This design comes from an exercise in tuning for small area on the open sky130 flow, not from production work. In this exercise RTL edits were held to simulation tests only and were not proved equivalent to the original. Power figures rest on the tool's default switching activity, not on a simulated workload.

$ cat config.mk
export PLATFORM = sky130hd
export DESIGN_NAME = ack_retry_pending_table
export DESIGN_NICKNAME = ack_retry_pending_table
export VERILOG_FILES = /design/flow/design.v
export SDC_FILE = /design/flow/constraint.sdc
export NUM_CORES = 4
export LEC_CHECK = 0
export CAP_MARGIN = 20
export CORE_MARGIN = 2
export CORE_UTILIZATION = 60
export CTS_BUF_LIST = sky130_fd_sc_hd__clkbuf_16
export CTS_CLUSTER_DIAMETER = 100
export CTS_CLUSTER_SIZE = 25
export SLEW_MARGIN = 20
$ cat constraint.sdc
create_clock -name core_clock -period 10.0 [get_ports {clk}]
set_input_delay 2.0000 -clock core_clock [delete_from_list [all_inputs] [get_ports {clk}]]
set_output_delay 2.0000 -clock core_clock [all_outputs]
set_load 0.01 [all_outputs]
$ cat design.v
package artp_pkg;
  localparam int SLOTS_DEF = 8;
endpackage
module ack_retry_pending_table (
  input  logic        clk,
  input  logic        rst_n,
  input  logic        in_valid,
  output logic        in_ready,
  input  logic [1:0]  in_req_type,
  input  logic [31:0] in_now_ms,
  input  logic [7:0]  in_dest_addr,
  input  logic [7:0]  in_packet_kind,
  input  logic [7:0]  in_ack_seq,
  input  logic [7:0]  in_ack_source,
  output logic        out_valid,
  input  logic        out_ready,
  output logic [2:0]  out_event,
  output logic [2:0]  out_slot,
  output logic [7:0]  out_seq,
  output logic [7:0]  out_peer_addr,
  output logic [7:0]  out_kind,
  output logic [3:0]  out_retry_count,
  output logic        out_ack_needed,
  output logic [31:0] out_lost_total,
  output logic        out_last,
  input  logic        cfg_we,
  input  logic [2:0]  cfg_idx,
  input  logic [15:0] cfg_wdata
);
  localparam logic [2:0] ST_IDLE = 3'd0, ST_MP = 3'd1, ST_T1 = 3'd2, ST_RS = 3'd3,
                        ST_ACC = 3'd4, ST_EMIT = 3'd5;
  logic        cfg_gw;
  logic [7:0]  cfg_own, cfg_bcast, cfg_dkind;
  logic [15:0] cfg_tmo;
  logic [3:0]  cfg_limit;
  always_ff @(posedge clk) begin
    if (!rst_n) begin
      cfg_gw    <= 1'b0;
      cfg_own   <= 8'd0;
      cfg_bcast <= 8'd255;
      cfg_dkind <= 8'd0;
      cfg_tmo   <= 16'd2000;
      cfg_limit <= 4'd3;
    end else if (cfg_we) begin
      case (cfg_idx)
        3'd0: cfg_gw    <= cfg_wdata[0];
        3'd1: cfg_own   <= cfg_wdata[7:0];
        3'd2: cfg_bcast <= cfg_wdata[7:0];
        3'd3: cfg_dkind <= cfg_wdata[7:0];
        3'd4: cfg_tmo   <= cfg_wdata;
        3'd5: cfg_limit <= cfg_wdata[3:0];
        default: ;
      endcase
    end
  end
  logic [2:0]   st;
  logic [6:0]   cyc;
  logic [7:0]   seq_r;
  logic [31:0]  loss_r;
  logic         found;       
  logic         blk;         
  logic         b_q, gt_q;   
  logic         to_hold;     
  logic [7:0]   v_q, m_q;
  logic [63:0]  dest_q, kind_q, seq_q;
  logic [31:0]  retr_q;
  logic [255:0] stamp_q;
  logic         ov, o_an;
  logic [2:0]   o_ev, o_slot;
  logic [7:0]   o_seq, o_peer, o_kind;
  logic [3:0]   o_retr;
  wire [2:0] head_slot = cyc[2:0];
  wire [3:0] dig    = cyc[3:0];
  wire [1:0] now_d  = in_now_ms[2*dig +: 2];
  wire [1:0] tmo_d  = cyc[3] ? 2'd0 : cfg_tmo[2*cyc[2:0] +: 2];
  wire [1:0] st_d   = stamp_q[1:0];
  wire       b_in   = (dig != 4'd0) && b_q;
  wire       gt_in  = (dig != 4'd0) && gt_q;
  wire [2:0] age_d  = {1'b0, now_d} - {1'b0, st_d} - {2'd0, b_in};
  wire       gt_out = (age_d[1:0] > tmo_d) || ((age_d[1:0] == tmo_d) && gt_in);
  always_ff @(posedge clk) begin
    b_q  <= age_d[2];
    gt_q <= gt_out;
    if (dig == 4'd15) to_hold <= gt_out;
  end
  wire        e_v    = v_q[0];
  wire        e_m    = m_q[0];
  wire [7:0]  e_dest = dest_q[7:0];
  wire [7:0]  e_kind = kind_q[7:0];
  wire [7:0]  e_seq  = seq_q[7:0];
  wire [3:0]  e_retr = retr_q[3:0];
  wire gwk    = cfg_gw && (e_kind == cfg_dkind);
  wire is_bc  = (e_dest == cfg_bcast);
  wire for_us = (in_dest_addr == cfg_own) || (in_dest_addr == cfg_bcast);
  wire r_lt   = (e_retr < cfg_limit);
  wire apply  = (cyc[6:4] == head_slot + 3'd1) && !cyc[3] &&
                (((st == ST_T1) && (cyc[6:4] != 3'd0)) ||
                 ((st == ST_RS) && (cyc[6:4] == 3'd0) && (in_req_type == 2'd2)));
  wire mp     = (st == ST_MP);
  wire wr_new = mp && (in_req_type == 2'd0) && !e_v && !found;
  wire a_hit  = mp && (in_req_type == 2'd1) && e_v && for_us && (e_seq == in_ack_seq);
  wire tk     = apply && e_v;
  wire t_send = tk && gwk;
  wire t_bc   = tk && !gwk && is_bc;
  wire t_to   = tk && !gwk && !is_bc && to_hold;
  wire t_retx = t_to && r_lt;
  wire t_fail = t_to && !r_lt;
  logic q_ack;
  wire  q_tick = o_ev[2];
  wire  q_add  = !o_ev[2] && !q_ack;
  wire out_free = !ov || out_ready;
  wire any_m    = |m_q;
  wire others   = |m_q[7:1];
  wire acc_fire = (st == ST_ACC) && in_valid && !ov;
  wire emit_ld  = (st == ST_EMIT) && e_m && !blk && out_free;
  wire fail_ld  = emit_ld && q_tick && !e_v && !gwk;
  assign in_ready = (st == ST_ACC) && !ov;
  wire        v_new    = wr_new || (e_v && !(a_hit || t_send || t_bc || t_fail));
  wire        m_new    = (mp || apply) ? (wr_new || a_hit || t_send || t_to) : (e_m && !emit_ld);
  wire [3:0]  retr_new = wr_new ? 4'd0 : (t_retx ? e_retr + 4'd1 : e_retr);
  wire [7:0]  dest_new = wr_new ? in_dest_addr   : e_dest;
  wire [7:0]  kind_new = wr_new ? in_packet_kind : e_kind;
  wire [7:0]  seq_new  = wr_new ? seq_r          : e_seq;
  wire [7:0]  vm       = v_q & m_q;
  wire [2:0]  rs_pos   = cyc[6:4] - head_slot;
  wire        restamp  = (st == ST_RS) && vm[rs_pos];
  wire [1:0]  stmp_new = restamp ? now_d : st_d;
  always_ff @(posedge clk) begin
    v_q     <= rst_n ? {v_new, v_q[7:1]} : 8'd0;
    m_q     <= {m_new, m_q[7:1]};
    dest_q  <= {dest_new, dest_q[63:8]};
    kind_q  <= {kind_new, kind_q[63:8]};
    seq_q   <= {seq_new, seq_q[63:8]};
    retr_q  <= {retr_new, retr_q[31:4]};
    stamp_q <= {stmp_new, stamp_q[255:2]};
  end
  logic [8:0]  seq_t;
  logic [32:0] loss_t;
  assign seq_t[0]  = wr_new;
  assign loss_t[0] = fail_ld;
  for (genvar i = 0; i < 8; i++)  assign seq_t[i+1]  = seq_t[i] & seq_r[i];
  for (genvar i = 0; i < 32; i++) assign loss_t[i+1] = loss_t[i] & loss_r[i];
  always_ff @(posedge clk) begin
    if (!rst_n) begin
      st     <= ST_IDLE;
      cyc    <= 7'd0;
      seq_r  <= 8'd0;
      loss_r <= 32'd0;
      ov     <= 1'b0;
    end else begin
      cyc <= cyc + 7'd1;
      seq_r  <= seq_r ^ seq_t[7:0];
      loss_r <= loss_r ^ loss_t[31:0];
      case (st)
        ST_IDLE: if (in_valid && !ov) begin
          case (in_req_type)
            2'd0:    if (cyc == 7'd119)     st <= ST_MP;
            2'd2:    if (cyc == 7'd127)     st <= ST_T1;
            default: if (head_slot == 3'd7) st <= ST_MP;   
          endcase
        end
        ST_MP:   if (head_slot == 3'd7) st <= (in_req_type == 2'd0) ? ST_RS : ST_ACC;
        ST_T1:   if (cyc == 7'd127) st <= ST_RS;
        ST_RS:   if (cyc == 7'd127) st <= ST_ACC;
        ST_ACC:  if (acc_fire) st <= any_m ? ST_EMIT : ST_IDLE;
        default: if (emit_ld && !others) st <= ST_IDLE;
      endcase
      if (acc_fire)       ov <= !any_m;
      else if (emit_ld)   ov <= 1'b1;
      else if (out_ready) ov <= 1'b0;
    end
  end
  always_ff @(posedge clk) begin
    found <= (st == ST_IDLE) ? 1'b0 : (found || wr_new);
    if (head_slot == 3'd7)     blk <= 1'b0;
    else if (acc_fire)         blk <= 1'b1;
    else if (e_m && !out_free) blk <= 1'b1;
    if (acc_fire) q_ack <= (in_req_type == 2'd1);
  end
  always_ff @(posedge clk) begin
    if (acc_fire) begin
      o_ev   <= (in_req_type == 2'd0) ? 3'd1 : (in_req_type == 2'd1) ? 3'd3 : 3'd7;
      o_slot <= 3'd0;
      o_seq  <= (in_req_type == 2'd1) ? in_ack_seq : 8'd0;
      o_peer <= (in_req_type == 2'd1) ? in_ack_source :
                (in_req_type == 2'd0) ? in_dest_addr : 8'd0;
      o_kind <= 8'd0;
      o_retr <= 4'd0;
      o_an   <= 1'b0;
    end else if (emit_ld) begin
      o_ev   <= q_add ? 3'd0 : q_ack ? 3'd2 :
                e_v ? 3'd5 : (gwk ? 3'd4 : 3'd6);
      o_slot <= head_slot;
      o_seq  <= e_seq;
      if (q_tick) o_peer <= e_dest;
      o_kind <= e_kind;
      o_retr <= e_retr;
      o_an   <= q_add && !cfg_gw && !is_bc;
    end
  end
  assign out_valid       = ov;
  assign out_event       = o_ev;
  assign out_slot        = o_slot;
  assign out_seq         = o_seq;
  assign out_peer_addr   = o_peer;
  assign out_kind        = o_kind;
  assign out_retry_count = o_retr;
  assign out_ack_needed  = o_an;
  assign out_lost_total  = loss_r;
  assign out_last        = !any_m;
endmodule
$ cat flow/run.sh
#!/bin/bash
# Own flow: the standard layout with two changes in how it is made:
#  - the synthesis maps the logic with an area-oriented ABC script
#    (flow/area.abc); reading, flip-flop mapping, flattening and renaming are
#    the standard synthesis unchanged, so the registers are the same;
#  - the port buffers are the smallest buffer cell, not the one buffer_ports
#    picks by itself.
set -euo pipefail
here=$(pwd)
export BUFFER_PORTS_ARGS="-buffer_cell sky130_fd_sc_hd__buf_1"
export MY_ABC_SCRIPT="$here/flow/area.abc"
{ cat flow/abc_hook.tcl; cat synth_recipe.tcl; } > my_synth.tcl
sed "s#/synth_recipe.tcl#/my_synth.tcl#" standard.sh > my_standard.sh
grep -q my_synth.tcl my_standard.sh
bash my_standard.sh > standard_flow.log 2>&1
$ cat flow/abc_hook.tcl
# Makes the synthesis map its logic with the ABC script in MY_ABC_SCRIPT instead
# of the one ORFS picks; nothing else of the synthesis changes.
proc my_fix_abc {args} {
  set i [lsearch -exact $::abc_args -script]
  if { $i >= 0 } {
    set ::abc_args [lreplace $::abc_args [expr {$i + 1}] [expr {$i + 1}] $::env(MY_ABC_SCRIPT)]
  }
}
trace add variable ::abc_args write my_fix_abc
$ cat flow/area.abc
strash
&get -n
&fraig -x
&put
scorr
dc2
strash
dch -f
amap
topo
strash
dch -f
amap
$ cat standard.sh
#!/bin/bash
# synth_recipe.tcl (not shown) runs the flow's synth.tcl, then flattens the netlist and writes it again
# the make line also repeats each setting of config.mk as NAME=value (left out here)
make -C /OpenROAD-flow-scripts/flow DESIGN_CONFIG=/design/flow/config.mk WORK_HOME=/design/flow/orfs CLKGATE_MAP_FILE= SYNTH_SCRIPT=/design/flow/synth_recipe.tcl "${@:-finish}"
==> impl_metrics.toml, run 1 <==
[clock_tree]
cts_tree = "yes"
clk_pin_slew_ns = 0.10
cts_made_buffers = 29
cts-resized-gates = 0
clk_latency_ns = 0.56
h-tree-depth = 1
cts_max_path_buffers = 3
clock-sinks = 633
cts_root_buf = "clkbuf_16"
holdBufCountCts = 0
post_cts_buffers = 0

[layout]
fin_area_mm2 = 0.0186
nFillCells = 2110
multi_input_area_mm2 = 0.00343
area_delta_synth_final_pct = 11.6
finish.net_count = 1605
diodes = 0
register_area_mm2 = 0.0129
layout-drive-gt1-share_pct = 3.05
final_cells = 1854

[worst_setup_path]
worst-path-max-fanout = 3
cp-start-kind = "input pin"
rr_worst_depth = 39
endpoint_kind = "flip-flop"
timing.rr.start = "kind_q[4]"
regToRegSetupSlack_ns = 2.59
r2r-end = "loss_r[30]"
required_ns = 10.43
slowest_delay_ns = 0.26
worstPathArrival_ns = 8.22
slowest_stage = "ha_1"
crit_type = "input pin to flip-flop"
crit_path_frequent_cell = "ha_1"

[global_routing]
grt_pass1_vias = 8966
grt_max_degree = 68
grt_pass1_wl_um = 47000
antenna_found_initial = 1
overflow = 0
grt_usage_pct = 20.7

[sta]
maxSlewViolCount = 0
max-slew-margin-rel_pct = 28.1
post-route-period-util_pct = 77.9
rsz0062_at_grt = "no"
setup_tns_ns = 0
whs_ns = 0.324
final_hold_viol_count = 0
timing.fmax_mhz = 128
setup_violations = 0
period_needed_ns = 7.79
finClkSkew_ns = 0.0108
max_slew.worst_pin.slew_ns = 1.05

[min_path]
worstHoldStart = "stamp_q[37]"
min_delay_path_depth = 0
hold_class = "flip-flop to flip-flop"
worstHoldEndpoint = "stamp_q[35]"

[power_and_ir_drop]
p_per_area_mw_per_mm2 = 242
p_int_mw = 3.51
finalPower_mw = 4.51
pwr-share-comb_pct = 6.4
switching_share_pct = 22.2
power.net_switching_mw = 1.00
seqPwrFrac_pct = 66.1
p_leak_nw = 7.31
vdd_drop_max_v = 0.000186
pwr-share-clk_pct = 27.6

[placed_design]
post-dp-hpwl_um = 20500
placed_cell_area_mm2 = 0.0178
numPortBuffers = 159
gp_congestion = 0.863
dp.cells = 1811

[synth]
synthesis.area_mm2 = 0.0167
synth-simple-area-share_pct = 7.02
synth.distinct_cells = 37
syn_avg_cell_area_um2 = 13.2
synth-xor-area-share_pct = 0
synth_top_area_cell = "dfxtp_1"
ys_seq_area_share_pct = 77.2
syn_inst = 1265
synth-adder-area-share_pct = 3.96
synth_seq_cells = 633
synth_nets = 1406
synth-compound-area-share_pct = 9.47
synthTopCellsByArea = "dfxtp_1, edfxtp_1, ha_1, clkinv_1, nor2_1"
synth.area.mux_share_pct = 0
yosysWarnings = 1
synth_top_family_by_area = "compound AO/OA/AOI/OAI gates"
synth_top_cell_area_share_pct = 73.4

[outcome]
status = "timing/DRC/antenna clean"

[route]
ant_nets = 0
wl_per_cell_um = 16.4
first_pass_iters = 6
drcViolationCount = 0
initialDrtViolationCount = 592
viasPerCell = 5.11
vias = 9479
wl_um = 30400

[floorplan]
ios = 160
row_count = 61
die_x_um = 171
die_area_mm2 = 0.0292
initial_utilization_pct = 60.6
core_mm2 = 0.0276
die_h_um = 171

[flow_run]
cap_violations = 0
-- power by group through the flow --
| stage | combinational, mW | clock, mW | sequential, mW |
|---|---|---|---|
| final | 0.288 | 1.24 | 2.98 |
| after global routing | 0.324 | 1.37 | 3.02 |
| after CTS | 0.288 | 1.28 | 2.99 |
| after detailed placement | 0.286 | 0 | 3.04 |
| after global placement | 0.283 | 0 | 3.02 |
| after floorplan | 0.185 | 0 | 3.00 |
-- critical path, delay by kind of cell --
family	cells	cell delay, ns
and+or+nand+nor	5	0.53
adders and majority gates	31	5.63
buffers and inverters	1	0.07
-- flip-flops by register name (all words and copies together) (netlist names), 4 cells and up --
name	cells
cfg_bcast	8
cfg_dkind	8
cfg_limit	4
cfg_own	8
cfg_tmo	16
cyc	7
dest_q	64
kind_q	64
loss_r	32
m_q	8
o_kind	8
o_peer	8
o_retr	4
o_seq	8
retr_q	32
seq_q	64
seq_r	8
stamp_q	256
v_q	8
-- stage by stage --
step | utilization [%] | worst slack (ns)
floorplan | - | 1.52
global placement | 64.8 | 1.69
detailed placement | 64.8 | 1.58
CTS | 67.6 | 2.19
global route | 67.6 | 1.80
finish | 67.6 | 2.21
-- cells in the final DEF, fill, tap and decap left out, types with 6 or more instances in the layout --
cell / instances
o22ai_1: 54
nand2_1: 35
nor2_1: 92
or2_0: 13
buf_1: 159
clkbuf_16: 29
nand4_1: 6
a21oi_1: 36
clkinv_1: 103
nand3_1: 18
o21ai_0: 25
inv_1: 12
o22a_1: 8
a31oi_1: 11
o221ai_1: 19
edfxtp_1: 21
a211oi_1: 6
nor2b_1: 44
a221oi_1: 7
a22oi_1: 33
dfxtp_1: 612
buf_4: 10
nor3_1: 22
ha_1: 48
-- logic make-up (layout without fill, tap and decap cells) --
logic type / after synthesis / count (layout)
adder cells (fa/ha/maj): 51 / 51
AO/OA/AOI/OAI: 230 / 230
AND/OR/NAND/NOR: 246 / 246
buffers and inverters: 105 / 316
flip-flops: 633 / 633
-- synth_stat cells, drive strengths merged --
cell,n
nor4,6
o21a,5
buf,1
a311oi,4
o32ai,1
o211ai,2
a32o,4
a32oi,2
a2111oi,4
nand3,18
a31oi,11
o21bai,2
nor3,23
ha,48
a22oi,33
clkinv,104
a222oi,3
or2,13
o22ai,54
nor2b,44
o22a,8
nor3b,2
a221oi,7
dfxtp,612
o21ai,25
fa,3
a21oi,36
nor2,93
edfxtp,21
o221ai,19
and3,3
o221a,4
or4,2
nand4,6
a211oi,6
nand2b,1
nand2,35
-- cell type report --
type | count | share of cell area, %
timing repair buffer | 169 | 3.61
clock inverter | 14 | 0.349
sequential | 633 | 69.1
clock buffer | 29 | 3.89
multi-input combinational | 527 | 18.4
tap | 378 | 2.54
inverter | 104 | 2.09
-- worst max path at each step --
stage,startpoint,endpoint,slack [ns],depth (start not counted)
finish,out_ready,loss_r[30],2.21,37
global route,out_ready,loss_r[31],1.80,38
CTS,out_ready,loss_r[30],2.19,37
detailed placement,out_ready,loss_r[30],1.58,37
global placement,out_ready,loss_r[30],1.69,37
floorplan,out_ready,loss_r[30],1.52,36
-- per-layer routing --
metal / track usage, % / up-vias / wire length [um]
met5: 0 / - / 16
met4: 4.65 / 2 / 530
met2: 33.8 / 232 / 13600
met1: 29.1 / 4465 / 14500
met3: 3.75 / 42 / 1790
li1: - / 4738 / -
==> run 2, diff against run 1 <==
--- a/config.mk
+++ b/config.mk
@@ -11,4 +11,4 @@
 export CTS_BUF_LIST = sky130_fd_sc_hd__clkbuf_16
-export CTS_CLUSTER_DIAMETER = 100
-export CTS_CLUSTER_SIZE = 25
+export CTS_CLUSTER_DIAMETER = 80
+export CTS_CLUSTER_SIZE = 28
 export SLEW_MARGIN = 20
==> impl_metrics.toml, run 2 <==
[layout]
area_delta_synth_final_pct = 11.3
nFillCells = 2107
fin_area_mm2 = 0.0186
diodes = 0
final_cells = 1853
layout-drive-gt1-share_pct = 2.85
final_common_cell = "dfxtp_1"
finish.net_count = 1602
multi_input_area_mm2 = 0.00343
register_area_mm2 = 0.0129
top_register = "stamp_q"
largest_reg_flops = 256
mostFrequentLayoutCells = "dfxtp_1, buf_1, clkinv_1, nor2_1, o22ai_1"

[global_routing]
grt_pass1_vias = 8887
grt_pass1_wl_um = 46400
overflow = 0
grt_max_degree = 68
grt_usage_pct = 20.4
antenna_found_initial = 1

[worst_setup_path]
slowest_delay_ns = 0.26
rr_worst_depth = 39
worstPathArrival_ns = 8.22
cp.buffers_inverters = 1
r2r-end = "loss_r[30]"
worst-path-max-fanout = 3
timing.rr.start = "kind_q[4]"
crit_type = "input pin to flip-flop"
cp-start-kind = "input pin"
endpoint_kind = "flip-flop"
crit_path_frequent_cell = "ha_1"
regToRegSetupSlack_ns = 2.58
slowest_stage = "ha_1"
cpLargestDelayFamily = "adder cells"
required_ns = 10.44

[synth]
syn_avg_cell_area_um2 = 13.2
yosysMostFrequentCell = "dfxtp_1"
syn_inst = 1265
synth_common_cells = "dfxtp_1, clkinv_1, nor2_1, o22ai_1, ha_1"
synth_top_area_cell = "dfxtp_1"
synthesis.area_mm2 = 0.0167
synth_nets = 1406
synthTopCellsByArea = "dfxtp_1, edfxtp_1, ha_1, clkinv_1, nor2_1"
synth_top_cell_area_share_pct = 73.4
synthFlopType = "dfxtp_1"
yosysWarnings = 1
synth_seq_cells = 633
synth.distinct_cells = 37
async_reset_ff_share_pct = 0
ys_seq_area_share_pct = 77.2
synth_edf_count = 21

[placed_design]
numPortBuffers = 159
placed_cell_area_mm2 = 0.0178
dp.cells = 1811
post-dp-hpwl_um = 20500
gp_congestion = 0.863

[clock_tree]
cts_root_buf = "clkbuf_16"
cts_tree = "yes"
holdBufCountCts = 0
post_cts_buffers = 0
cts-resized-gates = 0
clk_pin_slew_ns = 0.11
clk_latency_ns = 0.57
cts_max_path_buffers = 3
h-tree-depth = 1
clock-sinks = 633
cts_made_buffers = 26

[route]
wl_um = 30100
wl_met1_um = 14400
wl_met3_um = 1910
wl_per_cell_um = 16.2
ant_nets = 0
top_layer_used = "met5"
first_pass_iters = 5
initialDrtViolationCount = 610
viasPerCell = 5.10
vias = 9444
wl_met2_um = 13400
drcViolationCount = 0

[min_path]
min_delay_path_depth = 0
worstHoldStart = "stamp_q[37]"
hold_class = "flip-flop to flip-flop"
worstHoldEndpoint = "stamp_q[35]"

[sta]
setup_tns_ns = 0
rsz0062_at_grt = "no"
timing.fmax_mhz = 128
maxSlewViolCount = 0
post-route-period-util_pct = 77.8
max_slew.worst_pin.slew_ns = 1.08
whs_ns = 0.322
setup_violations = 0
finClkSkew_ns = 0.0149
period_needed_ns = 7.78
final_hold_viol_count = 0
max-slew-margin-rel_pct = 26.0

[flow_run]
cap_violations = 0

[power_and_ir_drop]
vdd_drop_max_v = 0.000243
p_per_area_mw_per_mm2 = 240
p_leak_nw = 7.28

[outcome]
status = "timing/DRC/antenna clean"

[floorplan]
initial_utilization_pct = 60.6
die_x_um = 171
row_count = 61
core_mm2 = 0.0276
ios = 160
die_h_um = 171
die_area_mm2 = 0.0292
-- run 2: cell counts after synthesis --
No cell type changed its count.
-- run 2: routing by layer --
| layer | global-route usage [%] | vias up |
|---|---|---|
| met5 | 0 | - |
| met2 | 33.2 | 223 |
| li1 | - | 4746 |
| met4 | 4.05 | 2 |
| met1 | 28.8 | 4436 |
| met3 | 3.98 | 37 |
-- run 2: logic make-up after synthesis --
kind of cell,Yosys count,synth area share (%)
buffers and inverters,105,2.38
AOI/OAI and AO/OA,230,9.47
DFF,633,77.2
and+or+nand+nor,246,7.02
adders and majority gates,51,3.96
-- run 2: cell type report --
type	instances	area share, %
Inverter	104	2.10
Timing Repair Buffer	169	3.62
Tap cell	378	2.55
Clock buffer	27	3.64
Multi-Input combinational cell	527	18.4
Clock inverter	15	0.330
Sequential cell	633	69.3
-- run 2: worst register-to-register path, delay by kind of cell (launching register included) --
| family | cells | cell delay [ns] |
|---|---|---|
| fa+ha+maj | 31 | 5.65 |
| simple gates | 5 | 0.74 |
| compound gates | 2 | 0.50 |
| flops | 1 | 0.33 |
| buf+inv | 1 | 0.11 |
-- run 2: through the flow --
step | power, mW | setup WS, ns | utilization, %
3_3_place_gp | 3.31 | 1.69 | 64.8
2_1_floorplan | 3.19 | 1.52 | -
4_1_cts | 4.50 | 2.19 | 67.4
3_5_place_dp | 3.32 | 1.58 | 64.8
5_1_grt | 4.66 | 1.81 | 67.4
6_report | 4.47 | 2.22 | 67.4
-- run 2: power breakdown --
| part | total (mW) | internal [mW] | switching [mW] |
|---|---|---|---|
| combinational | 0.287 | 0.108 | 0.179 |
| clock | 1.20 | 0.493 | 0.706 |
| sequential | 2.98 | 2.87 | 0.107 |
| total | 4.47 | 3.47 | 0.992 |
-- run 2: worst max-delay path by stage --
stage	from	to	slack (ns)	depth (start not counted)
final	out_ready	loss_r[30]	2.22	37
after global routing	out_ready	loss_r[31]	1.81	38
after CTS	out_ready	loss_r[30]	2.19	37
after detailed placement	out_ready	loss_r[30]	1.58	37
after global placement	out_ready	loss_r[30]	1.69	37
after floorplan	out_ready	loss_r[30]	1.52	36
==> run 3, diff against run 2 <==
--- a/config.mk
+++ b/config.mk
@@ -13,2 +13,3 @@
 export CTS_CLUSTER_SIZE = 28
+export GPL_TIMING_DRIVEN = 0
 export SLEW_MARGIN = 20
==> impl_metrics.toml, run 3 <==
[outcome]
status = "timing/DRC/antenna clean"

[clock_tree]
h-tree-depth = 1
cts_root_buf = "clkbuf_16"
cts-resized-gates = 0
post_cts_buffers = 0
cts_max_path_buffers = 3
clk_latency_ns = 0.59
clock-sinks = 633
holdBufCountCts = 0
cts_made_buffers = 26
cts_tree = "yes"
clk_pin_slew_ns = 0.11

[layout]
layout-drive-gt1-share_pct = 2.79
largest_reg_flops = 256
top_register = "stamp_q"
multi_input_area_mm2 = 0.00343
final_common_cell = "dfxtp_1"
mostFrequentLayoutCells = "dfxtp_1, buf_1, clkinv_1, nor2_1, o22ai_1"
finish.net_count = 1599
area_delta_synth_final_pct = 11.3
register_area_mm2 = 0.0129
nFillCells = 2075

[flow_run]
cap_violations = 0

[synth]
synth_common_cells = "dfxtp_1, clkinv_1, nor2_1, o22ai_1, ha_1"
synth.distinct_cells = 37
synth_seq_cells = 633
synthesis.area_mm2 = 0.0167
async_reset_ff_share_pct = 0
yosysMostFrequentCell = "dfxtp_1"
ys_seq_area_share_pct = 77.2
synth_top_cell_area_share_pct = 73.4
synth_top_area_cell = "dfxtp_1"
yosysWarnings = 1
synthTopCellsByArea = "dfxtp_1, edfxtp_1, ha_1, clkinv_1, nor2_1"
syn_inst = 1265
synth_nets = 1406
synth_edf_count = 21
synthFlopType = "dfxtp_1"
syn_avg_cell_area_um2 = 13.2

[floorplan]
die_x_um = 171
die_h_um = 171
ios = 160
row_count = 61
die_area_mm2 = 0.0292
core_mm2 = 0.0276
initial_utilization_pct = 60.6

[worst_setup_path]
rr_worst_depth = 39
crit_path_frequent_cell = "ha_1"
crit_type = "input pin to flip-flop"
regToRegSetupSlack_ns = 2.47
worstPathArrival_ns = 8.79
cp-start-kind = "input pin"
r2r-end = "loss_r[30]"
timing.rr.start = "kind_q[4]"
slowest_stage = "nand4_1"
slowest_delay_ns = 0.34
worst-path-max-fanout = 15
required_ns = 10.45
endpoint_kind = "flip-flop"

[sta]
maxSlewViolCount = 0
max-slew-margin-rel_pct = 29.1
setup_tns_ns = 0
post-route-period-util_pct = 83.4
max_slew.worst_pin.slew_ns = 1.06
timing.fmax_mhz = 120
period_needed_ns = 8.34
final_hold_viol_count = 0
setup_violations = 0
worst_slack_ns = 1.66
rsz0062_at_grt = "no"
finClkSkew_ns = 0.0187

[placed_design]
post-place-ws_ns = 0.984
numPortBuffers = 159
gp_congestion = 0.806
post-dp-hpwl_um = 19900

[global_routing]
overflow = 0
grt_usage_pct = 20.0
grt_pass1_wl_um = 45500
antenna_found_initial = 1
grt_max_degree = 86
grt_pass1_vias = 8755

[min_path]
worstHoldStart = "stamp_q[226]"
min_delay_path_depth = 0
hold_class = "flip-flop to flip-flop"
worstHoldEndpoint = "stamp_q[224]"

[route]
initialDrtViolationCount = 684
wl_um = 29500
viasPerCell = 5.06
wl_per_cell_um = 16.0
ant_nets = 0
vias = 9344
drcViolationCount = 0
first_pass_iters = 5

[power_and_ir_drop]
vdd_drop_max_v = 0.000196
finalPower_mw = 4.46
p_per_area_mw_per_mm2 = 240
p_leak_nw = 7.26
run 3: area by class of cell:
type,count,area share [%]
flip-flops and latches,633,69.3
multi-input cells,527,18.5
repair buffers,165,3.53
clock buffers,26,3.50
well taps,378,2.54
inverters,104,2.13
clock inverters,12,0.451
plain buffers,1,0.0404
diodes,1,0.0135
run 3: cells by family after synthesis:
kind of cell             count (synthesis)  share of synthesized area [%]
adder cells (fa/ha/maj)                 51                           3.96
flip-flops                             633                           77.2
AO/OA/AOI/OAI                          230                           9.47
AND/OR/NAND/NOR                        246                           7.02
buffers and inverters                  105                           2.38
run 3: through the flow:
step | hold slack [ns] | cell area [um^2] | util, % | instances
detailed placement | 0.312 | 17800 | 64.8 | 1808
CTS | 0.329 | 18600 | 67.4 | 1846
global route | 0.335 | 18600 | 67.4 | 1846
finish | 0.323 | 18600 | 67.4 | 1847
floorplan | 0.310 | 16700 | - | 1265
global placement | 0.310 | 17800 | 64.5 | 1802
run 3: power by group:
part	switching (mW)	internal, mW	leakage [nW]	total, mW
Clock	0.720	0.481	0.392	1.20
Combinational	0.180	0.108	1.70	0.288
Sequential	0.104	2.87	5.17	2.98
Total	1.00	3.46	7.26	4.46
run 3: how the worst max path moves through the flow:
stage	start	to	slack, ns	cells after the start
6_report	out_ready	loss_r[30]	1.66	38
5_1_grt	out_ready	loss_r[30]	1.28	38
4_1_cts	out_ready	loss_r[30]	1.60	38
3_5_place_dp	out_ready	loss_r[30]	0.98	38
3_3_place_gp	out_ready	loss_r[30]	0.40	37
2_1_floorplan	out_ready	loss_r[30]	1.52	36
run 3: per-layer routing:
metal  part of all wire [%]  track usage (%)  up-vias
li1                       -                -     4732
met1                     48             28.3     4351
met2                     43             31.6      206
met3                    6.4             4.09       53
met4                    2.4             5.20        2
met5                  0.041                0        -
run 3: worst max-delay path, delay by kind of cell:
family	cells	cell delay (ns)
buffers and inverters	2	0.29
adder cells (fa/ha/maj)	31	5.69
AND/OR/NAND/NOR	5	0.81
==> run 4, diff against run 3 <==
--- a/config.mk
+++ b/config.mk
@@ -7,3 +7,3 @@
 export LEC_CHECK = 0
-export CAP_MARGIN = 20
+export CAP_MARGIN = 0
 export CORE_MARGIN = 2
@@ -13,3 +13,2 @@
 export CTS_CLUSTER_SIZE = 28
-export GPL_TIMING_DRIVEN = 0
-export SLEW_MARGIN = 20
+export SLEW_MARGIN = 0
==> impl_metrics.toml, run 4 <==
[synth]
synthesis.area_mm2 = 0.0167
synth-xor-area-share_pct = 0
synth-adder-area-share_pct = 3.96
ys_seq_area_share_pct = 77.2
synth.area.mux_share_pct = 0
synth-compound-area-share_pct = 9.47
yosysMostFrequentCell = "dfxtp_1"
synth_common_cells = "dfxtp_1, clkinv_1, nor2_1, o22ai_1, ha_1"
synth_top_family_by_area = "compound AO/OA/AOI/OAI gates"
synth.distinct_cells = 37
syn_avg_cell_area_um2 = 13.2
synth_top_cell_area_share_pct = 73.4
synth_edf_count = 21
yosysWarnings = 1
synth_top_area_cell = "dfxtp_1"
synthTopCellsByArea = "dfxtp_1, edfxtp_1, ha_1, clkinv_1, nor2_1"
syn_inst = 1265
synth-simple-area-share_pct = 7.02
synth_nets = 1406
async_reset_ff_share_pct = 0
synth_seq_cells = 633
synthFlopType = "dfxtp_1"

[floorplan]
die_x_um = 171
row_count = 61
die_area_mm2 = 0.0292
ios = 160
core_mm2 = 0.0276
die_h_um = 171
initial_utilization_pct = 60.6

[layout]
register_area_mm2 = 0.0129
mostFrequentLayoutCells = "dfxtp_1, buf_1, clkinv_1, nor2_1, o22ai_1"
fin_area_mm2 = 0.0186
diodes = 0
final_cells = 1853
area_delta_synth_final_pct = 11.3
top_register = "stamp_q"
final_common_cell = "dfxtp_1"
finish.net_count = 1602
multi_input_area_mm2 = 0.00343
utilization_pct = 67.4
largest_reg_flops = 256
layout-drive-gt1-share_pct = 2.85
nFillCells = 2107

[global_routing]
use_met3_pct = 3.98
grt_pass1_vias = 8887
grt_usage_pct = 20.4
overflow = 0
grt_pass1_wl_um = 46400
antenna_found_initial = 1
gr-usage-met1_pct = 28.8
top_usage_layer = "met2"
met2_usage_pct = 33.2
grt_max_degree = 68

[route]
first_pass_iters = 5
wl_per_cell_um = 16.2
vias = 9444
viasPerCell = 5.10
ant_nets = 0
wl_um = 30100
initialDrtViolationCount = 610
drcViolationCount = 0

[worst_setup_path]
worstPathArrival_ns = 8.22
cp-start-kind = "input pin"
required_ns = 10.44
endpoint_kind = "flip-flop"
slowest_delay_ns = 0.26
worst-path-max-fanout = 3
regToRegSetupSlack_ns = 2.58
crit_type = "input pin to flip-flop"
cp.buffers_inverters = 1
crit_path_frequent_cell = "ha_1"
slowest_stage = "ha_1"
cpLargestDelayFamily = "adder cells"

[placed_design]
post-place-ws_ns = 1.58
placed_cell_area_mm2 = 0.0178
post-dp-hpwl_um = 20500
gp_congestion = 0.863
dp.cells = 1811
numPortBuffers = 159

[sta]
whs_ns = 0.322
post-route-period-util_pct = 77.8
final_hold_viol_count = 0
period_needed_ns = 7.78
maxSlewViolCount = 0
max-slew-margin-rel_pct = 26.0
max_slew.worst_pin.slew_ns = 1.08
worst_slack_ns = 2.22
timing.fmax_mhz = 128
setup_violations = 0
setup_tns_ns = 0
finClkSkew_ns = 0.0149
rsz0062_at_grt = "no"

[clock_tree]
clock-sinks = 633
cts_root_buf = "clkbuf_16"
h-tree-depth = 1
cts_tree = "yes"
cts-resized-gates = 0
post_cts_buffers = 0
clk_latency_ns = 0.57
cts_max_path_buffers = 3
cts_made_buffers = 26
holdBufCountCts = 0
clk_pin_slew_ns = 0.11

[min_path]
hold_class = "flip-flop to flip-flop"

[outcome]
status = "timing/DRC/antenna clean"

[power_and_ir_drop]
finalPower_mw = 4.47
p_per_area_mw_per_mm2 = 240
p_leak_nw = 7.28
vdd_drop_max_v = 0.000243

[flow_run]
cap_violations = 0
-- run 4: cell counts after synthesis --
Identical to the previous run, type by type.
-- run 4: where the power goes --
group / internal (mW) / switching [mW] / total, mW
Clock: 0.493 / 0.706 / 1.20
Sequential: 2.87 / 0.107 / 2.98
Combinational: 0.108 / 0.179 / 0.287
Total: 3.47 / 0.992 / 4.47
-- run 4: cell families (layout without fill, tap and decap cells) --
| kind of cell | count (synthesis) | count (layout) |
|---|---|---|
| AOI/OAI and AO/OA | 230 | 230 |
| adders and majority gates | 51 | 51 |
| and+or+nand+nor | 246 | 246 |
| DFF | 633 | 633 |
| buffers and inverters | 105 | 315 |
-- run 4: worst reg2reg max path, delay by kind of cell, from the launching register on --
family	cells	cell delay (ns)
fa+ha+maj	31	5.65
flops	1	0.33
buf+inv	1	0.11
compound gates	2	0.50
simple gates	5	0.74
-- run 4: final timing paths --
check | startpoint | end | cells after the start
min reg2reg | stamp_q[37] | stamp_q[35] | 0
min | stamp_q[37] | stamp_q[35] | 0
max reg2reg | kind_q[4] | loss_r[30] | 39
max | out_ready | loss_r[30] | 37
-- run 4: layer usage --
| layer | vias up | wire length, um |
|---|---|---|
| li1 | 4746 | - |
| met1 | 4436 | 14400 |
| met2 | 223 | 13400 |
| met3 | 37 | 1910 |
| met4 | 2 | 445 |
| met5 | - | 16 |
-- run 4: cell type report --
| type | instances | area share, % |
|---|---|---|
| clock buffer | 27 | 3.64 |
| clock inverter | 15 | 0.330 |
| inverter | 104 | 2.10 |
| multi-input combinational | 527 | 18.4 |
| sequential | 633 | 69.3 |
| tap | 378 | 2.55 |
| timing repair buffer | 169 | 3.62 |
==> run 5, diff against run 4 <==
==> flow/area.abc (replaced) <==
strash
&get -n
&fraig -x
&put
scorr
dc2
strash
dch -f
amap -F 4 -A 4
topo
strash
dch -f
amap -F 4 -A 4
--- a/config.mk
+++ b/config.mk
@@ -7,3 +7,3 @@
 export LEC_CHECK = 0
-export CAP_MARGIN = 0
+export CAP_MARGIN = 20
 export CORE_MARGIN = 2
@@ -13,2 +13,2 @@
 export CTS_CLUSTER_SIZE = 28
-export SLEW_MARGIN = 0
+export SLEW_MARGIN = 20
==> impl_metrics.toml, run 5 <==
[floorplan]
die_h_um = 171
core_mm2 = 0.0271
die_area_mm2 = 0.0291
row_count = 60
initial_utilization_pct = 61.4
die_x_um = 171
ios = 160

[worst_setup_path]
slowest_stage = "ha_1"
r2r-end = "loss_r[30]"
regToRegSetupSlack_ns = 2.43
cp-start-kind = "input pin"
worstPathArrival_ns = 8.36
crit_type = "input pin to flip-flop"
worst-path-max-fanout = 3
endpoint_kind = "flip-flop"
cp-endpoint = "loss_r[30]"
required_ns = 10.42
slowest_delay_ns = 0.26
crit_start = "out_ready"
rr_worst_depth = 38
crit_path_frequent_cell = "ha_1"
timing.rr.start = "kind_q[4]"

[sta]
max_slew.worst_pin.slew_ns = 1.10
final_hold_viol_count = 0
max-slew-margin-rel_pct = 26.3
setup_tns_ns = 0
setup_violations = 0
finClkSkew_ns = 0.0301
worst_slack_ns = 2.06
period_needed_ns = 7.94
rsz0062_at_grt = "no"
maxSlewViolCount = 0
whs_ns = 0.316
timing.fmax_mhz = 126
post-route-period-util_pct = 79.4

[power_and_ir_drop]
p_int_mw = 3.54
vdd_drop_max_v = 0.000231
p_leak_nw = 7.24
switching_share_pct = 23.6
p_per_area_mw_per_mm2 = 250
power.net_switching_mw = 1.09
pwr-share-comb_pct = 8.7
pwr-share-clk_pct = 25.6
finalPower_mw = 4.63
seqPwrFrac_pct = 65.7

[layout]
final_common_cell = "dfxtp_1"
top_register = "stamp_q"
mostFrequentLayoutCells = "dfxtp_1, buf_1, clkinv_1, nor2_1, o22ai_1"
area_delta_synth_final_pct = 11.0
layout-drive-gt1-share_pct = 2.60
finish.net_count = 1592
largest_reg_flops = 256

[synth]
syn_inst = 1257
ys_seq_area_share_pct = 77.4
yosysWarnings = 1
synth_top_cell_area_share_pct = 73.6
synthFlopType = "dfxtp_1"
syn_avg_cell_area_um2 = 13.2
synth.distinct_cells = 39
synthTopCellsByArea = "dfxtp_1, edfxtp_1, ha_1, clkinv_1, o22ai_1"
synth_common_cells = "dfxtp_1, clkinv_1, nor2_1, o22ai_1, a21oi_1"
synth_top_area_cell = "dfxtp_1"
synth_seq_cells = 633
synthesis.area_mm2 = 0.0166
synth_edf_count = 21
synth_nets = 1398
async_reset_ff_share_pct = 0
yosysMostFrequentCell = "dfxtp_1"

[route]
wl_per_cell_um = 16.0
wl_um = 29300
first_pass_iters = 6
vias = 9415
viasPerCell = 5.13
initialDrtViolationCount = 633
ant_nets = 0
drcViolationCount = 0

[clock_tree]
holdBufCountCts = 0
cts_tree = "yes"
cts_root_buf = "clkbuf_16"
clk_pin_slew_ns = 0.10
cts_max_path_buffers = 3
post_cts_buffers = 0
clock-sinks = 633
cts-resized-gates = 0
h-tree-depth = 1
cts_made_buffers = 26
clk_latency_ns = 0.58

[outcome]
status = "timing/DRC/antenna clean"

[global_routing]
grt_usage_pct = 20.2
grt_pass1_vias = 8819
antenna_found_initial = 0
grt_max_degree = 70
grt_pass1_wl_um = 46100
overflow = 0

[placed_design]
post-place-ws_ns = 1.43
post-dp-hpwl_um = 19600
gp_congestion = 0.836
numPortBuffers = 159

[min_path]
hold_class = "flip-flop to flip-flop"

[flow_run]
cap_violations = 0
run 5: how the worst min path moves through the flow:
stage	startpoint	depth (start not counted)	to	slack, ns
finish	stamp_q[11]	0	stamp_q[9]	0.32
global route	stamp_q[51]	0	stamp_q[49]	0.32
CTS	stamp_q[15]	0	stamp_q[13]	0.32
detailed placement	stamp_q[211]	0	stamp_q[209]	0.31
global placement	stamp_q[138]	0	stamp_q[136]	0.31
floorplan	dest_q[8]	0	dest_q[0]	0.31
run 5: layer usage:
layer / global-route usage [%] / up-vias / wire length (um)
met2: 32.2 / 202 / 13000
met4: 4.72 / 0 / 603
li1: - / 4739 / -
met5: 0 / - / 0
met1: 28.9 / 4427 / 14200
met3: 3.82 / 47 / 1510
run 5: power groups by stage:
stage / clock network, mW / logic [mW] / registers [mW]
4_1_cts: 1.22 / 0.405 / 3.04
3_5_place_dp: 0 / 0.403 / 3.09
5_1_grt: 1.31 / 0.456 / 3.08
6_report: 1.18 / 0.404 / 3.04
3_3_place_gp: 0 / 0.398 / 3.09
2_1_floorplan: 0 / 0.260 / 3.06
run 5: kinds of logic after synthesis:
logic type,Yosys count,share of synthesized area [%]
AOI/OAI and AO/OA,245,9.94
adders and majority gates,51,3.97
and+or+nand+nor,221,6.28
DFF,633,77.4
buffers and inverters,107,2.43
run 5: layout make-up:
| class | count | area, um^2 |
|---|---|---|
| antenna | 2 | 5.00 |
| clock inverter | 11 | 61.3 |
| clock buffer | 26 | 651 |
| fill | 1982 | 8610 |
| multi-input combinational | 517 | 3370 |
| timing repair buffer | 167 | 657 |
| sequential | 633 | 12900 |
| tap | 372 | 465 |
| inverter | 106 | 398 |
run 5: stage by stage:
step | util (%) | cells | cell area, um^2
after global placement | 65.6 | 1795 | 17800
after global routing | 68.2 | 1832 | 18500
after detailed placement | 65.6 | 1795 | 17800
final | 68.2 | 1834 | 18500
after CTS | 68.2 | 1832 | 18500
after floorplan | - | 1257 | 16600
run 5: critical path, delay by kind of cell:
kind	cells	cell delay, ns
adders and majority gates	31	5.67
and+or+nand+nor	4	0.64
buffers and inverters	1	0.08
==> run 6, diff against run 5 <==
--- a/config.mk
+++ b/config.mk
@@ -9,3 +9,3 @@
 export CORE_MARGIN = 2
-export CORE_UTILIZATION = 60
+export CORE_UTILIZATION = 70
 export CTS_BUF_LIST = sky130_fd_sc_hd__clkbuf_16
==> impl_metrics.toml, run 6 <==
[layout]
top_register = "stamp_q"
area_delta_synth_final_pct = 10.7
final_common_cell = "dfxtp_1"
diodes = 0
largest_reg_flops = 256
layout-drive-gt1-share_pct = 2.60
fin_area_mm2 = 0.0184
finish.net_count = 1592
mostFrequentLayoutCells = "dfxtp_1, buf_1, clkinv_1, nor2_1, o22ai_1"

[worst_setup_path]
worst-path-max-fanout = 3
crit_path_frequent_cell = "ha_1"
slowest_stage = "or2_0"
worstPathArrival_ns = 8.46
rr_worst_depth = 39
cp-start-kind = "input pin"
endpoint_kind = "flip-flop"
crit_type = "input pin to flip-flop"
timing.rr.start = "kind_q[4]"
required_ns = 10.45
slowest_delay_ns = 0.27
crit_start = "out_ready"

[power_and_ir_drop]
vdd_drop_max_v = 0.000214
finalPower_mw = 4.66
p_per_area_mw_per_mm2 = 253
p_leak_nw = 7.24

[floorplan]
die_h_um = 158
core_mm2 = 0.0234
die_area_mm2 = 0.0250
die_x_um = 158
row_count = 56
ios = 160
initial_utilization_pct = 71.1

[sta]
timing.fmax_mhz = 125
finClkSkew_ns = 0.0140
whs_ns = 0.322
setup_tns_ns = 0
final_hold_viol_count = 0
setup_violations = 0
period_needed_ns = 8.01
maxSlewViolCount = 0
rsz0062_at_grt = "no"
max-slew-margin-rel_pct = 28.7
post-route-period-util_pct = 80.1
max_slew.worst_pin.slew_ns = 1.06
worst_slack_ns = 1.99

[synth]
synthFlopType = "dfxtp_1"
syn_inst = 1257
ys_seq_area_share_pct = 77.4
synth_edf_count = 21
synth_seq_cells = 633
synth_top_cell_area_share_pct = 73.6
async_reset_ff_share_pct = 0
yosysWarnings = 1
synth.distinct_cells = 39
yosysMostFrequentCell = "dfxtp_1"
synthTopCellsByArea = "dfxtp_1, edfxtp_1, ha_1, clkinv_1, o22ai_1"
syn_avg_cell_area_um2 = 13.2
synthesis.area_mm2 = 0.0166
synth_common_cells = "dfxtp_1, clkinv_1, nor2_1, o22ai_1, a21oi_1"
synth_top_area_cell = "dfxtp_1"
synth_nets = 1398

[global_routing]
antenna_found_initial = 1
grt_pass1_vias = 9373
grt_max_degree = 70
grt_pass1_wl_um = 48100
grt_usage_pct = 24.7
overflow = 0

[placed_design]
post-place-ws_ns = 1.37
gp_congestion = 0.897
post-dp-hpwl_um = 19900
placed_cell_area_mm2 = 0.0177
numPortBuffers = 159

[clock_tree]
clk_latency_ns = 0.57
cts_made_buffers = 26
post_cts_buffers = 0
h-tree-depth = 1
cts_max_path_buffers = 3
holdBufCountCts = 0
clk_pin_slew_ns = 0.11
cts_root_buf = "clkbuf_16"
cts_tree = "yes"
cts-resized-gates = 0
clock-sinks = 633

[flow_run]
cap_violations = 0

[route]
first_pass_iters = 5
wl_per_cell_um = 17.3
vias = 9626
drcViolationCount = 0
initialDrtViolationCount = 933
viasPerCell = 5.41
wl_um = 30800
ant_nets = 0

[min_path]
worstHoldStart = "stamp_q[3]"
hold_class = "flip-flop to flip-flop"
min_delay_path_depth = 0

[outcome]
status = "timing/DRC/antenna clean"
-- run 6: layout make-up --
type	instances	area [um^2]
sequential	633	12900
tap	319	399
inverter	106	398
fill	1395	4970
multi-input combinational	517	3370
timing repair buffer	167	657
clock buffer	27	676
clock inverter	10	50.0
-- run 6: kinds of logic (layout without fill, tap and decap cells) --
family                   count (synthesis)  count (layout)  share of synthesized area, %
AO/OA/AOI/OAI                          245             245                          9.94
adder cells (fa/ha/maj)                 51              51                          3.97
buffers and inverters                  107             310                          2.43
flip-flops                             633             633                          77.4
AND/OR/NAND/NOR                        221             221                          6.28
-- run 6: report_power, final --
group / switching, mW / leakage (nW) / total, mW / internal [mW]
Sequential: 0.144 / 5.16 / 3.05 / 2.91
Combinational: 0.259 / 1.69 / 0.412 / 0.153
Clock: 0.706 / 0.388 / 1.20 / 0.492
-- run 6: layer usage --
metal,vias up,global-route usage [%],part of all wire [%]
met1,4597,33.7,45
met4,0,6.95,2.9
met2,238,41.5,47
li1,4723,-,-
met5,-,0,0
met3,68,3.53,4.8
-- run 6: worst max-delay path, delay by kind of cell --
kind | cells | cell delay [ns]
AOI/OAI and AO/OA | 2 | 0.24
adders and majority gates | 31 | 5.64
buffers and inverters | 1 | 0.09
and+or+nand+nor | 3 | 0.53
-- run 6: path summary, 6_finish.rpt --
| check | end | slack [ns] |
|---|---|---|
| worst max-delay path | loss_r[31] | 1.99 |
| worst min register to register | stamp_q[1] | 0.32 |
| worst max register to register | loss_r[31] | 2.35 |
| worst min-delay path | stamp_q[1] | 0.32 |
-- run 6: stage by stage --
step                      instances  util (%)
after floorplan                1257         -
after global placement         1742      75.7
after detailed placement       1742      75.7
after CTS                      1779      78.8
after global routing           1779      78.8
final                          1779      78.8
==> run 7, diff against run 6 <==
--- a/config.mk
+++ b/config.mk
@@ -9,6 +9,6 @@
 export CORE_MARGIN = 2
-export CORE_UTILIZATION = 70
+export CORE_UTILIZATION = 60
 export CTS_BUF_LIST = sky130_fd_sc_hd__clkbuf_16
 export CTS_CLUSTER_DIAMETER = 80
-export CTS_CLUSTER_SIZE = 28
+export CTS_CLUSTER_SIZE = 32
 export SLEW_MARGIN = 20
==> impl_metrics.toml, run 7 <==
[sta]
post-route-period-util_pct = 79.4
setup_violations = 0
max_slew.worst_pin.slew_ns = 1.09
final_hold_viol_count = 0
finClkSkew_ns = 0.0186
max-slew-margin-rel_pct = 27.4
period_needed_ns = 7.94
timing.fmax_mhz = 126
maxSlewViolCount = 0
rsz0062_at_grt = "no"
whs_ns = 0.322
setup_tns_ns = 0

[worst_setup_path]
timing.rr.start = "kind_q[4]"
worstPathArrival_ns = 8.36
required_ns = 10.43
r2r-end = "loss_r[30]"
slowest_delay_ns = 0.26
worst-path-max-fanout = 3
endpoint_kind = "flip-flop"
crit_type = "input pin to flip-flop"
regToRegSetupSlack_ns = 2.42
cp-endpoint = "loss_r[30]"
cp-start-kind = "input pin"
slowest_stage = "ha_1"
crit_start = "out_ready"
rr_worst_depth = 38
crit_path_frequent_cell = "ha_1"

[layout]
area_delta_synth_final_pct = 10.5
nFillCells = 2003
largest_reg_flops = 256
mostFrequentLayoutCells = "dfxtp_1, buf_1, clkinv_1, nor2_1, o22ai_1"
final_cells = 1830
top_register = "stamp_q"
layout-drive-gt1-share_pct = 2.40
final_common_cell = "dfxtp_1"
finish.net_count = 1589

[route]
drcViolationCount = 0
ant_nets = 0
first_pass_iters = 5
viasPerCell = 5.12
wl_um = 29400
initialDrtViolationCount = 684
vias = 9367
wl_per_cell_um = 16.1

[floorplan]
ios = 160
initial_utilization_pct = 61.4
core_mm2 = 0.0271
die_area_mm2 = 0.0291
row_count = 60
die_x_um = 171
die_h_um = 171

[placed_design]
post-dp-hpwl_um = 19600
gp_congestion = 0.836
dp.cells = 1795
numPortBuffers = 159

[synth]
synthTopCellsByArea = "dfxtp_1, edfxtp_1, ha_1, clkinv_1, o22ai_1"
async_reset_ff_share_pct = 0
synthesis.area_mm2 = 0.0166
synthFlopType = "dfxtp_1"
syn_inst = 1257
ys_seq_area_share_pct = 77.4
synth_top_area_cell = "dfxtp_1"
yosysMostFrequentCell = "dfxtp_1"
synth_nets = 1398
yosysWarnings = 1
syn_avg_cell_area_um2 = 13.2
synth_edf_count = 21
synth_common_cells = "dfxtp_1, clkinv_1, nor2_1, o22ai_1, a21oi_1"
synth.distinct_cells = 39
synth_seq_cells = 633
synth_top_cell_area_share_pct = 73.6

[power_and_ir_drop]
p_leak_nw = 7.19
finalPower_mw = 4.56
vdd_drop_max_v = 0.000199
p_per_area_mw_per_mm2 = 248

[clock_tree]
cts_made_buffers = 23
cts_max_path_buffers = 3
cts-resized-gates = 0
h-tree-depth = 1
clk_pin_slew_ns = 0.11
holdBufCountCts = 0
clk_latency_ns = 0.56
post_cts_buffers = 0
cts_root_buf = "clkbuf_16"
clock-sinks = 633
cts_tree = "yes"

[global_routing]
overflow = 0
grt_pass1_vias = 8804
grt_usage_pct = 20.3
grt_max_degree = 70
antenna_found_initial = 0
grt_pass1_wl_um = 46500

[outcome]
status = "timing/DRC/antenna clean"

[flow_run]
cap_violations = 0

[min_path]
hold_class = "flip-flop to flip-flop"
[run 7: cell counts after synthesis]
No cell type changed its count.
[run 7: logic make-up (layout without fill, tap and decap cells)]
logic type      count (synthesis)  count (layout)  synth area share [%]
flops                         633             633                  77.4
compound gates                245             245                  9.94
simple gates                  221             221                  6.28
buf+inv                       107             307                  2.43
fa+ha+maj                      51              51                  3.97
other cells                     0               1                     0
[run 7: cell type report]
cell class / count / area [um^2] / share of cell area [%]
well taps: 372 / 465 / 2.53
flip-flops and latches: 633 / 12900 / 70.0
inverters: 106 / 398 / 2.16
multi-input cells: 517 / 3370 / 18.3
repair buffers: 167 / 657 / 3.57
diodes: 1 / 2.50 / 0.0136
clock buffers: 23 / 576 / 3.13
clock inverters: 11 / 45.0 / 0.245
[run 7: layer usage]
layer	global-route usage, %	vias up	wire length (um)
li1	-	4723	-
met1	29.3	4403	14200
met2	32.6	200	13200
met3	3.38	41	1430
met4	4.31	0	565
met5	0	-	0
[run 7: worst min-delay path by stage]
| stage | from | end | slack (ns) | depth (start not counted) |
|---|---|---|---|---|
| after floorplan | dest_q[8] | dest_q[0] | 0.31 | 0 |
| after global placement | stamp_q[138] | stamp_q[136] | 0.31 | 0 |
| after detailed placement | stamp_q[211] | stamp_q[209] | 0.31 | 0 |
| after CTS | stamp_q[15] | stamp_q[13] | 0.32 | 0 |
| after global routing | seq_q[15] | seq_q[7] | 0.33 | 0 |
| final | stamp_q[11] | stamp_q[9] | 0.32 | 0 |
[run 7: critical path: cells and delay by family]
family / cells / cell delay, ns
simple gates: 4 / 0.64
fa+ha+maj: 31 / 5.67
buf+inv: 1 / 0.08
[run 7: metrics by stage]
stage / setup slack [ns] / instance area (um^2) / util [%]
finish: 2.06 / 18400 / 67.9
global route: 1.74 / 18400 / 67.9
CTS: 2.03 / 18400 / 67.9
detailed placement: 1.43 / 17800 / 65.6
global placement: 1.52 / 17800 / 65.6
floorplan: 1.39 / 16600 / -
[run 7: power breakdown]
part	internal, mW	switching (mW)
sequential	2.91	0.133
combinational	0.153	0.252
clock	0.424	0.692

port drivers added, routing unchanged:
Ports are ideal in the flow. The routed layouts listed here were re-timed in OpenROAD.
Step 1 sets driving cells, clkbuf_16 on the clock port and buf_2 on the other inputs (assumed; they add their load-dependent delay and slew).
Step 2 adds t to the input delays and takes it off the output delays; t is the mean of the earliest and latest rising clock arrival at the registers after step 1. Input paths then give back, and output paths get back, about the clock's delay inside the block.
Three values: no drivers, after step 1, after step 2; two values: the first two.
run | shift t [ns] | setup WS [ns] | worst hold slack (ns) | worst setup path at the end | clock arrival spread, ns
run 1 | 0.611 | 2.213 / 2.235 / 1.624 | 0.324 / 0.324 / 0.324 | input to register | 0.014 / 0.014
run 2 | 0.611 | 2.217 / 2.236 / 1.626 | 0.322 / 0.322 / 0.322 | input to register | 0.021 / 0.021
run 3 | 0.631 | 1.664 / 1.679 / 1.049 | 0.323 / 0.323 / 0.323 | input to register | 0.021 / 0.021
run 4 | 0.611 | 2.217 / 2.236 / 1.626 | 0.322 / 0.322 / 0.322 | input to register | 0.021 / 0.021
run 5 | 0.610 | 2.062 / 2.082 / 1.472 | 0.316 / 0.316 / 0.316 | input to register | 0.033 / 0.034
run 6 | 0.603 | 1.993 / 2.019 / 1.416 | 0.322 / 0.322 / 0.322 | input to register | 0.020 / 0.020
run 7 | 0.599 | 2.065 / 2.085 / 1.486 | 0.322 / 0.322 / 0.322 | input to register | 0.021 / 0.020
After both steps every run listed still meets setup and hold. For run 3, which loses most, drivers alone change the setup slack by +0.015 ns; drivers and shift together by -0.615 ns.
